Background: an optimization exercise with open tools, aiming at small area. Do not read the settings as production practice.
The RTL was checked by simulation tests, not by an equivalence proof against the original design.
Power is estimated from default activity; no workload was simulated.

==> trial 25 <==
## analog_axis_key_repeater_top
module analog_axis_key_repeater_top (
    input  logic                                  clk,
    input  logic                                  rst_n,
    input  logic                                  push,
    output logic                                  full,
    input  logic                                  cmd,
    input  logic [akr_pkg::AXIS_BITS-1:0]         axis_number,
    input  logic signed [akr_pkg::LEVEL_BITS-1:0] axis_level,
    input  logic [akr_pkg::TIME_BITS-1:0]         time_ms,
    input  logic                                  cfg_we,
    input  logic [akr_pkg::CFG_IDX_BITS-1:0]      cfg_addr,
    input  logic [akr_pkg::CFG_BITS-1:0]          cfg_wdata,
    output logic                                  empty,
    input  logic                                  pop,
    output logic [akr_pkg::ENTRY_BITS-1:0]        entry_index,
    output logic [akr_pkg::KEY_BITS-1:0]          key_code,
    output logic                                  is_release,
    output logic                                  last_of_run
);
    logic [15:0] c_sp, c_sr, c_tp, c_tr, c_dl, c_pd;
    logic [5:0]  cw;
    always_ff @(posedge clk or negedge rst_n)
    begin
        if (!rst_n)
        begin
            cw <= 6'd0;
        end
  ...
Settings: LEC_CHECK=0, CAP_MARGIN=20, CORE_MARGIN=2, CORE_UTILIZATION=40, SLEW_MARGIN=20; clock period 10.0 ns.
standard.sh (not shown) runs the stock make flow with config.mk's settings and CLKGATE_MAP_FILE= SYNTH_SCRIPT=/design/flow/synth_recipe.tcl, a recipe that flattens the netlist after the stock synthesis.
==> flow/flow/run.sh <==
#!/bin/bash
# Own layout flow: the standard ORFS flow, with two changes:
#  - ports are buffered with the smallest buffer (buf_1) instead of the default choice;
#  - clock tree synthesis uses clkbuf_16 clusters of up to 32 sinks and inserts no dummy loads.
# Each tool's output goes to the ORFS logs under orfs/logs; make's output to standard.log.
export BUFFER_PORTS_ARGS="-buffer_cell sky130_fd_sc_hd__buf_1"
export CTS_ARGS="-sink_clustering_enable -repair_clock_nets -buf_list sky130_fd_sc_hd__clkbuf_16 -sink_clustering_size 32 -sink_clustering_max_diameter 80 -dont_use_dummy_load"
bash standard.sh > standard.log 2>&1
==> build 63 (differences from trial 25) <==
--- a/flow/design.v
+++ b/flow/design.v
@@ -149,22 +149,22 @@
     logic [9:0] held;
     logic       idle;
     logic       take;
     logic       start;
     logic       tick_acc;
     logic       upd_acc;
     logic       last_win;
     assign idle     = !busy && (fired == 10'd0);
-    assign full     = !(wend && (fired == 10'd0) && (busy ? ini && sc[0] : !ini));
+    assign full     = !(wend && (fired == 10'd0) && (busy ? ini : !ini));
     assign take     = push && !full;
     assign tick_acc = take && cmd;
     assign upd_acc  = take && !cmd && (axis_number[2:1] != 2'b11);
     assign start    = tick_acc || upd_acc || (ini && idle && wend && push);
-    assign last_win = wend && (tick ? (sc == 3'd7) : ini ? sc[0] : (sc == 3'd3));
+    assign last_win = wend && (tick ? (sc == 3'd7) : (ini || (sc == 3'd3)));
     always_ff @(posedge clk or negedge rst_n)
     begin
         if (!rst_n)
         begin
             ini  <= 1'b1;
             busy <= 1'b0;
             tick <= 1'b0;
         end
@@ -187,115 +187,93 @@
         if (start) sc <= 3'd0;
         else if (wend) sc <= sc + 3'd1;
     end
     logic [47:0] nr;
     logic [3:0]  ndig;
     logic [47:0] ld;
     assign ndig = nr[47:44];
     assign ld   = ({48{tick_acc}} & time_ms)
-                | {16'd0, {4{1'b0, {3{upd_acc}} & axis_number}}, {16{upd_acc}} & axis_level};
+                | {29'd0, {3{upd_acc}} & axis_number, {16{upd_acc}} & axis_level};
     always_ff @(posedge clk)
     begin
         nr <= {nr[43:0], busy ? nr[47:44] : 4'd0};
         if (tick_acc || upd_acc)
         begin
             for (int i = 0; i < 11; i++) nr[47-4*i -: 4] <= nr[43-4*i -: 4] | ld[4*i +: 4];
             nr[3:0] <= ld[47:44];
         end
     end
-    logic        acar;
-    logic [4:0]  asum;
-    logic [2:0]  ax;
-    logic        upd;               
-    logic        pos, rel, trig;
-    logic        inva, invb, cin0, usez;
-    logic [3:0]  thd;               
-    logic        cz;                
-    logic        as, bs, s16, c17, s17, zero, cmpw, shv;
-    logic        sh_s, sh_t;
-    logic [9:0]  pb, rb;            
+    logic [15:0]        lvl;
+    logic [2:0]         ax;
+    logic               pos, rel, trig, neg;
+    logic [15:0]        th;
+    logic signed [17:0] lv, d, tz;
+    logic               cmpw;
+    logic               bwe;
+    logic [9:0]         pb, rb;    
+    assign lvl  = {nr[35:32], nr[39:36], nr[43:40], nr[47:44]};
     assign ax   = nr[30:28];
-    assign upd  = busy && !tick;
-    assign pos  = sc[0] && !ini;
-    assign rel  = sc[1] && !ini;
-    assign trig = ini ? sc[0] : ax[2];
-    assign inva = pos && rel;
-    assign invb = pos && !rel;
-    assign cin0 = pos;
-    assign usez = !pos && !rel;
-    logic [15:0] thr, thc;
-    logic        thw;
+    assign pos  = sc[0];
+    assign rel  = ini ? (lo[2] ? lo[0] : lo[1]) : sc[1];
+    assign trig = ini ? lo[2] : ax[2];
+    assign neg  = !pos && !trig;
     always_comb
     begin
         case ({rel, trig})
-            2'b00:   begin thr = c_sp; thc = akr_pkg::RST_STICK_PRESS;   thw = cw[0]; end
-            2'b01:   begin thr = c_tp; thc = akr_pkg::RST_TRIG_PRESS;    thw = cw[2]; end
-            2'b10:   begin thr = c_sr; thc = akr_pkg::RST_STICK_RELEASE; thw = cw[1]; end
-            default: begin thr = c_tr; thc = akr_pkg::RST_TRIG_RELEASE;  thw = cw[3]; end
+            2'b00:   th = cw[0] ? c_sp : akr_pkg::RST_STICK_PRESS;
+            2'b01:   th = cw[2] ? c_tp : akr_pkg::RST_TRIG_PRESS;
+            2'b10:   th = cw[1] ? c_sr : akr_pkg::RST_STICK_RELEASE;
+            default: th = cw[3] ? c_tr : akr_pkg::RST_TRIG_RELEASE;
         endcase
-        case (lo[1:0])
-            2'd0:    thd = thw ? thr[3:0]   : thc[3:0];
-            2'd1:    thd = thw ? thr[7:4]   : thc[7:4];
-            2'd2:    thd = thw ? thr[11:8]  : thc[11:8];
-            default: thd = thw ? thr[15:12] : thc[15:12];
-        endcase
-    end
-    assign as   = nr[47] ^ inva;        
-    assign bs   = invb;
-    assign s16  = as ^ bs ^ asum[4];
-    assign c17  = (as & bs) | (as & asum[4]) | (bs & asum[4]);
-    assign s17  = as ^ bs ^ c17;
-    assign zero = !cz && (asum[3:0] == 4'd0) && !s16 && !s17;
-    assign cmpw = usez ? (s17 || zero) : !s17;
-    always_ff @(posedge clk)
-    begin
-        cz <= ((lo != 3'd0) && cz) || (asum[3:0] != 4'd0);
     end
-    assign shv  = ini ? !lo[2] && cmpw || lo[2] : cmpw;
-    assign sh_s = upd && (ini ? (sc == 3'd0) && ((lo == 3'd3) || (hi && lo[2]))
-                              : !hi && (lo == 3'd3));
-    assign sh_t = upd && (ini ? (sc == 3'd1) && !hi && ((lo == 3'd3) || (lo == 3'd4))
-                              : !hi && (lo == 3'd3) && pos);
-    logic [3:0] sb [0:3];
-    logic [1:0] tb [0:1];
+    assign lv   = {{2{lvl[15]}}, lvl};
+    assign d    = neg ? -lv : lv;
+    assign tz   = {2'b00, th};
+    assign cmpw = rel ? (d <= tz) : (d >= tz);
+    logic [3:0] sb [0:3];    
+    logic [1:0] tb [0:1];    
+    assign bwe = busy && !tick && (ini ? !hi : dig0);
     always_ff @(posedge clk)
     begin
         for (int k = 0; k < 4; k++)
         begin
-            if (sh_s && (ini || (ax == 3'(k)))) sb[k] <= {sb[k][2:0], shv};
+            if (bwe && (ini ? !lo[2] : (ax == 3'(k)))) sb[k] <= {sb[k][2:0], cmpw};
         end
         for (int k = 0; k < 2; k++)
         begin
-            if (sh_t && (ini || (ax == 3'(4 + k)))) tb[k] <= {tb[k][0], shv};
+            if (bwe && (ini ? lo[2] : (pos && (ax == 3'(4 + k))))) tb[k] <= {tb[k][0], cmpw};
         end
     end
     for (genvar k = 0; k < 4; k++)
     begin : g_sb
         assign pb[2*k]   = sb[k][3];
         assign pb[2*k+1] = sb[k][2];
         assign rb[2*k]   = sb[k][1];
         assign rb[2*k+1] = sb[k][0];
     end
     assign pb[8] = tb[0][1];
     assign rb[8] = tb[0][0];
     assign pb[9] = tb[1][1];
     assign rb[9] = tb[1][0];
     logic [191:0] fr;
     logic [3:0]   fdig;
+    logic         ccar, acar;
+    logic [4:0]   csum, asum;
     logic [3:0]   sdig;
     logic         pass2;
     logic [2:0]   en, ep;           
     logic         due;
     logic         hn, hp, cn, cp;   
     logic         fn, fp, wn, wp;   
     logic         rpt;              
     assign pass2 = busy && tick && sc[2];
     assign fdig  = fr[191:188];
     assign dig0  = !hi && (lo == 3'd0);
+    assign csum  = {1'b0, ndig} + {1'b0, ~fdig} + {4'd0, dig0 | ccar};
     assign en  = {w, 1'b0};
     assign ep  = {w, 1'b1};
     assign due = fired[en];
     assign hn  = held[en];
     assign hp  = held[ep];
     assign cn  = hn ? rb[en] : pb[en];
     assign cp  = hp ? rb[ep] : pb[ep];
     assign fn  = hn ? (cn || due) : cn;
@@ -321,24 +299,20 @@
             2'd0: rd = rst_st[3:0];
             2'd1: rd = rst_st[7:4];
             2'd2: rd = rst_st[11:8];
             default: rd = rst_st[15:12];
         endcase
     end
     assign sdig = (hi || lo[2]) ? 4'd0
                 : (rpt ? (cw[5] ? sd_pd : rd) : (cw[4] ? sd_dl : rd));
-    logic [3:0] aa, ab;
-    logic       ac;
-    assign aa   = upd ? ndig ^ {4{inva}} : ndig;
-    assign ab   = upd ? thd ^ {4{invb}} : pass2 ? sdig : ~fdig;
-    assign ac   = upd ? ((lo == 3'd0) ? cin0 : acar) : pass2 ? (!dig0 && acar) : (dig0 || acar);
-    assign asum = {1'b0, aa} + {1'b0, ab} + {4'd0, ac};
+    assign asum = {1'b0, ndig} + {1'b0, sdig} + {4'd0, !dig0 & acar};
     always_ff @(posedge clk)
     begin
+        ccar <= csum[4];
         acar <= asum[4];
         fr   <= {fr[187:0], (pass2 && (wn || wp)) ? asum[3:0] : fdig};
     end
     logic       out;
     logic [9:0] below;      
     logic [9:0] lsb;
     logic       t8, t9;
     assign out = !busy && (fired != 10'd0);
@@ -359,17 +333,17 @@
                 begin
                     fired[en] <= fn;
                     fired[ep] <= fp;
                     held[en]  <= hn ^ cn;
                     held[ep]  <= hp ^ cp;
                 end
                 else
                 begin
-                    fired[en] <= asum[4];
+                    fired[en] <= csum[4];
                 end
                 if (sc == 3'd4)
                 begin
                     fired[8] <= t8;
                     held[8]  <= held[8] ^ t8;
                     fired[9] <= t9;
                     held[9]  <= held[9] ^ t9;
                 end
==> build 42 (differences from trial 25) <==
==> flow/config.mk (replaced) <==
export PLATFORM = sky130hd
export DESIGN_NAME = analog_axis_key_repeater_top
export DESIGN_NICKNAME = analog_axis_key_repeater_top
export VERILOG_FILES = /design/flow/design.v
export SDC_FILE = /design/flow/constraint.sdc
export NUM_CORES = 4
export LEC_CHECK = 0
export CAP_MARGIN = 20
export CORE_MARGIN = 2
export CORE_UTILIZATION = 60
export SLEW_MARGIN = 20
==> notes <==
Die area: build 63 > trial 25 > build 42.
Cell area: build 42 < trial 25 < build 63.
Clock power, lowest first: build 42, build 63, trial 25.
Build 63 went through all stages and came out clean. Trial 25 ran to the end with no violations. Build 42 completed without violations.
In build 63 the total power is larger than in trial 25, by 5.2%.

-- separate check: timing with driven ports --
Ports are ideal in the flow. The routed layouts listed here were re-timed in OpenROAD.
Step 1: set_driving_cell puts a clkbuf_16 on clk and a buf_2 on each other input, an assumption about the parent block.
Step 2 moves the port delays by t, midway between the first and last clock arrival at a register: inputs arrive t later, outputs are due t later. That takes back most of the time a late clock gives input paths.
Slacks: ideal ports / drivers / drivers and shift; pairs: ideal ports / drivers.
run	shift t [ns]	setup slack, ns	hold WS [ns]
trial 25	0.536	4.565 / 4.565 / 4.565	0.301 / 0.301 / 0.301
build 63	0.541	5.198 / 5.198 / 5.198	0.325 / 0.325 / 0.325
build 42	0.536	4.513 / 4.513 / 4.513	0.325 / 0.325 / 0.325
After both steps setup and hold are still met in every run listed.
